This is an optimization exercise on Yosys and OpenROAD, whose aim is small area, a short achievable clock period and few clock cycles, not a production implementation. At most, simulation tests tie the RTL to the original design; equivalence was not proved. Power is estimated from default activity; no workload was simulated.

lane 1:
==> flow/design.v <==
module odp_writer #(
    parameter int DEPTH = 17           
) (
    input  logic        clk,
    input  logic        rst_n,
    input  logic        px_in_vld,
    input  logic [15:0] px_in,
    output logic        px_in_rdy,
    output logic        MEM_REQ,
    output logic [31:0] MEM_ADDR,
    output logic [3:0]  MEM_CMD,
    output logic        MEM_WE,
    output logic [31:0] MEM_DOUT,
    output logic        MEM_WVLD,
    input  logic        MEM_WRDY,
    input  logic        MEM_ODP_SEL,
    input  logic        MEM_FIN,
    input  logic        ODP_START,
    output logic        ODP_STATUS,
    input  logic [31:0] CFG_WRITE_START_ADDR,
    input  logic [8:0]  CFG_WIDTH,
    input  logic [8:0]  CFG_HEIGHT,
    input  logic [9:0]  CFG_NUM_FMAP
);
    localparam int MD = DEPTH - 1;             
    typedef enum logic [1:0] {B_IDLE, B_REQ, B_DATA, B_FIN} bst_t;
    logic          status_q, rdy_q, in_done_q, half_q;
    logic          last_q;                     
    logic [8:0]    wlen_q, hlen_q, wc_q, hc_q;
    logic [9:0]    nc_q;
    logic [31:0]   addr_q;
    logic [31:0]   mem_q [MD];
    logic [MD-1:0] nw_q;                       
    logic [MD-1:0] rsel;                       
    logic [31:0]   dout_d, addr_d;
    logic          fin_b;
    logic [3:0]    beat_d;
    logic [DEPTH:0] tot_q;                     
    logic          hv_q;                       
    logic [31:0]   dout_q;
    logic [15:0]   px_q;
    logic          slo_q, shi_q, hz_q;         
    bst_t          bst_q;
    logic          req_q, wvld_q;
    logic [3:0]    beat_q;                     
    logic          empty_job, start, xfer, last_px, fin_px, commit, pop, ld, job_end;
    logic          can_lo, wr_lo, wr_hi, s_free, slo_d, nw_top_d, req_go;
    logic          mnz, ge16, ge15, nz;
    logic [3:0]    cnt4, cnt4m1;
    logic [3:0]    cmd_d;
    logic          last_nx;
    assign px_in_rdy  = rdy_q;
    assign ODP_STATUS = status_q;
    assign MEM_REQ    = req_q;
    assign MEM_WE     = req_q;
    assign MEM_ADDR   = addr_q;
    assign MEM_CMD    = beat_q;                   
    assign MEM_WVLD   = wvld_q;
    assign MEM_DOUT   = dout_q;
    assign empty_job = (CFG_WIDTH == '0) || (CFG_HEIGHT == '0) || (CFG_NUM_FMAP == '0);
    assign start     = !status_q && ODP_START && !empty_job;
    assign xfer      = px_in_vld && rdy_q;
    assign last_px   = last_q;
    assign fin_px    = xfer && last_px;
    assign commit    = xfer && (half_q || last_px);
    assign pop       = wvld_q && MEM_WRDY;
    assign ld        = (pop || !hv_q) && mnz;
    assign job_end   = (bst_q == B_FIN) && MEM_FIN && in_done_q && !nz;
    assign nz       = tot_q[0];
    assign ge15     = tot_q[14];
    assign ge16     = tot_q[15];
    assign mnz      = hv_q ? (shi_q ? tot_q[2] : tot_q[1]) : (shi_q ? tot_q[1] : tot_q[0]);
    always_comb begin
        cnt4   = 4'd0;                       
        cnt4m1 = 4'd0;                       
        for (int k = 0; k < 15; k++) if (tot_q[k]) cnt4 = 4'(k + 1);
        for (int k = 1; k < 16; k++) if (tot_q[k]) cnt4m1 = 4'(k);
    end
    assign can_lo   = !nw_q[MD-1];
    assign wr_lo    = slo_q && can_lo;
    assign wr_hi    = shi_q && (!slo_q || can_lo);
    assign s_free   = !slo_q || can_lo;
    assign slo_d    = xfer ? !half_q : (s_free ? 1'b0 : slo_q);
    assign nw_top_d = (wr_lo && !ld) ? nw_q[MD-2] : ((ld && !wr_lo) ? 1'b0 : nw_q[MD-1]);
    assign req_go = status_q && (ge16 || (commit && ge15) || (in_done_q && nz) || (fin_px && nz));
    assign cmd_d  = commit ? cnt4 : cnt4m1;
    always_comb begin
        if (wc_q != 9'd1)      last_nx = (wc_q == 9'd2) && (hc_q == 9'd1) && (nc_q == 10'd1);
        else if (hc_q != 9'd1) last_nx = (wlen_q == 9'd1) && (hc_q == 9'd2) && (nc_q == 10'd1);
        else                   last_nx = (wlen_q == 9'd1) && (hlen_q == 9'd1) && (nc_q == 10'd2);
    end
    always_comb begin
        dout_d = dout_q & {32{!ld}};
        for (int i = 0; i < MD; i++) dout_d = dout_d | (mem_q[i] & {32{ld && rsel[i]}});
    end
    assign beat_d = (cmd_d & {4{bst_q == B_IDLE}}) |
                    ((beat_q - 4'd1) & {4{bst_q == B_DATA && pop}}) |
                    (beat_q & {4{bst_q != B_IDLE && !(bst_q == B_DATA && pop)}});
    assign fin_b  = (bst_q == B_FIN) && MEM_FIN;
    assign addr_d = (CFG_WRITE_START_ADDR & {32{!status_q}}) |
                    ({addr_q[31:6] + 26'd1, addr_q[5:0]} & {32{status_q && fin_b}}) |
                    (addr_q & {32{status_q && !fin_b}});
    assign rsel = nw_q & ~{1'b0, nw_q[MD-1:1]};
    always_ff @(posedge clk or negedge rst_n) begin
        if (!rst_n) begin
            status_q  <= 1'b0;
            rdy_q     <= 1'b0;
            in_done_q <= 1'b0;
            half_q    <= 1'b0;
            nw_q      <= '0;
            tot_q     <= '0;
            hv_q      <= 1'b0;
            slo_q     <= 1'b0;
            shi_q     <= 1'b0;
            bst_q     <= B_IDLE;
            req_q     <= 1'b0;
            wvld_q    <= 1'b0;
        end else begin
            if (!status_q) begin
                status_q  <= start;
                rdy_q     <= start;
                in_done_q <= 1'b0;
                half_q    <= 1'b0;
            end else begin
                if (job_end) status_q <= 1'b0;
                rdy_q     <= !in_done_q && !fin_px && (!slo_d || !nw_top_d);
                in_done_q <= in_done_q || fin_px;
                half_q    <= half_q ^ xfer;
            end
            if (commit && !pop)      tot_q <= {tot_q[DEPTH-1:0], 1'b1};
            else if (pop && !commit) tot_q <= {1'b0, tot_q[DEPTH:1]};
            hv_q   <= ld || (hv_q && !pop);
            slo_q  <= slo_d;
            shi_q  <= xfer ? commit : (s_free ? 1'b0 : shi_q);
            if (wr_lo && !ld)      nw_q <= {nw_q[MD-2:0], 1'b1};
            else if (ld && !wr_lo) nw_q <= {1'b0, nw_q[MD-1:1]};
            case (bst_q)
                B_IDLE: if (req_go) begin
                    req_q <= 1'b1;
                    bst_q <= B_REQ;
                end
                B_REQ: if (MEM_ODP_SEL) begin
                    wvld_q <= 1'b1;
                    bst_q  <= B_DATA;
                end
                B_DATA: if (pop && beat_q == 4'd0) begin
                    wvld_q <= 1'b0;
                    bst_q  <= B_FIN;
                end
                B_FIN: if (MEM_FIN) begin
                    req_q <= 1'b0;
                    bst_q <= B_IDLE;
                end
                default: bst_q <= B_IDLE;
            endcase
        end
    end
    always_ff @(posedge clk) begin
        if (!status_q) begin
            wlen_q <= CFG_WIDTH;
            hlen_q <= CFG_HEIGHT;
            wc_q   <= CFG_WIDTH;
            hc_q   <= CFG_HEIGHT;
            nc_q   <= CFG_NUM_FMAP;
            last_q <= (CFG_WIDTH == 9'd1) && (CFG_HEIGHT == 9'd1) && (CFG_NUM_FMAP == 10'd1);
        end else begin
            if (xfer) last_q <= last_nx;
            if (xfer) begin
                if (wc_q == 9'd1) begin
                    wc_q <= wlen_q;
                    if (hc_q == 9'd1) begin
                        hc_q <= hlen_q;
                        nc_q <= nc_q - 10'd1;
                    end else begin
                        hc_q <= hc_q - 9'd1;
                    end
                end else begin
                    wc_q <= wc_q - 9'd1;
                end
            end
        end
        beat_q <= beat_d;
        dout_q <= dout_d;
        addr_q <= addr_d;
    end
    always_ff @(posedge clk) begin
        if (xfer) begin
            px_q <= px_in;
            hz_q <= !half_q;
        end
        if (wr_lo) begin
            for (int i = 1; i < MD; i++) mem_q[i] <= mem_q[i-1];
            mem_q[0][15:0] <= px_q;
        end
        if (wr_hi) mem_q[0][31:16] <= hz_q ? 16'h0000 : px_q;
    end
endmodule
==> flow/config.mk <==
export PLATFORM = sky130hd
export DESIGN_NAME = odp_writer
export DESIGN_NICKNAME = odp_writer
export VERILOG_FILES = /design/flow/design.v
export SDC_FILE = /design/flow/constraint.sdc
export NUM_CORES = 4
export LEC_CHECK = 0
export ABC_CLOCK_PERIOD_IN_PS = 3000
export CAP_MARGIN = 20
export CORE_MARGIN = 2
export CORE_UTILIZATION = 65
export CTS_CLUSTER_DIAMETER = 110
export CTS_CLUSTER_SIZE = 24
export SLEW_MARGIN = 20
==> flow/constraint.sdc <==
create_clock -name core_clock -period 12.0 [get_ports {clk}]
set_input_delay 2.4000 -clock core_clock [delete_from_list [all_inputs] [get_ports {clk}]]
set_output_delay 2.4000 -clock core_clock [all_outputs]
set_load 0.01 [all_outputs]
standard.sh (not shown) runs the stock make flow with config.mk's settings and CLKGATE_MAP_FILE= SYNTH_SCRIPT=/design/flow/synth_recipe.tcl, a recipe that flattens the netlist after the stock synthesis.
==> flow/flow/run.sh <==
#!/bin/bash
# Own layout flow: the standard ORFS flow (standard.sh), with
#  - the port buffers made from buf_2 cells instead of the default delay-buffer cells,
set -euo pipefail
export BUFFER_PORTS_ARGS="-buffer_cell sky130_fd_sc_hd__buf_2"
bash standard.sh SETUP_SLACK_MARGIN=8.5 finish > flow_make.log 2>&1
diff inputs: lane 1 => lane 2
--- a/flow/design.v
+++ b/flow/design.v
@@ -34,7 +34,6 @@
     logic [MD-1:0] rsel;                       
     logic [31:0]   dout_d, addr_d;
     logic          fin_b;
-    logic [3:0]    beat_d;
     logic [DEPTH:0] tot_q;                     
     logic          hv_q;                       
     logic [31:0]   dout_q;
@@ -93,9 +92,6 @@
         dout_d = dout_q & {32{!ld}};
         for (int i = 0; i < MD; i++) dout_d = dout_d | (mem_q[i] & {32{ld && rsel[i]}});
     end
-    assign beat_d = (cmd_d & {4{bst_q == B_IDLE}}) |
-                    ((beat_q - 4'd1) & {4{bst_q == B_DATA && pop}}) |
-                    (beat_q & {4{bst_q != B_IDLE && !(bst_q == B_DATA && pop)}});
     assign fin_b  = (bst_q == B_FIN) && MEM_FIN;
     assign addr_d = (CFG_WRITE_START_ADDR & {32{!status_q}}) |
                     ({addr_q[31:6] + 26'd1, addr_q[5:0]} & {32{status_q && fin_b}}) |
@@ -179,7 +175,11 @@
                 end
             end
         end
-        beat_q <= beat_d;
+        if (bst_q == B_IDLE) begin
+            beat_q <= cmd_d;
+        end else if (bst_q == B_DATA && pop) begin
+            beat_q <= beat_q - 4'd1;
+        end
         dout_q <= dout_d;
         addr_q <= addr_d;
     end
==> run notes <==
[compare] base=lane 1 new=lane 2: internal cell power held steady; vias after detailed routing lost 333.
Relative to lane 1, number of non-clock buffers increased by 0.45% in lane 2.
On detailed-route wire length, the lower figure sits with lane 1, not lane 2.
On final-layout clock-cell area share, lane 2 tracks lane 1 almost exactly.
Lane 2 against lane 1: required time reported for the critical path endpoint now sits lower; arrival time of data at the critical path endpoint now sits lower.
Lane 2 -> lane 1: adder and majority gate portion of the synthesized area flat
Compared with lane 1, lane 2 shows a higher minimum clock period after layout.
Part of the power in combinational logic down 0.9 points in lane 2 wrt lane 1
Lane 1 and lane 2 ended up with roughly the same fmax.
Testbench counts of lane 2, summed over its fixed seeds: cycles 176,730.
Function not checked in lane 1: the RTL went through the layout flow alone.

re-timing with driven ports:
No port has a modelled driver above. Below, the same layouts with a new extraction and two added sets of constraints.
Step 1, drivers: a clkbuf_16 drives clk and a buf_2 each remaining input, both assumed.
Step 2 also shifts input and output timing later by t, the mid clock arrival at the registers, as if the neighbouring blocks saw the same clock.
Three values: ideal ports, drivers, drivers and shift; two values: the first two.
run	t, ns	slack for setup (ns)	worst setup path after step 2	worst register clock-pin slew, ns	worst data-port slew with drivers (ns)
lane 1	0.631	8.440 / 8.397 / 7.827	input to register	0.10 / 0.10	0.09
lane 2	0.621	8.435 / 8.379 / 7.909	input to register	0.10 / 0.10	0.10
After both steps setup and hold are still met in every run listed. The setup slack of lane 1, which loses most, moves by -0.043 ns with the drivers and by -0.613 ns with both steps.
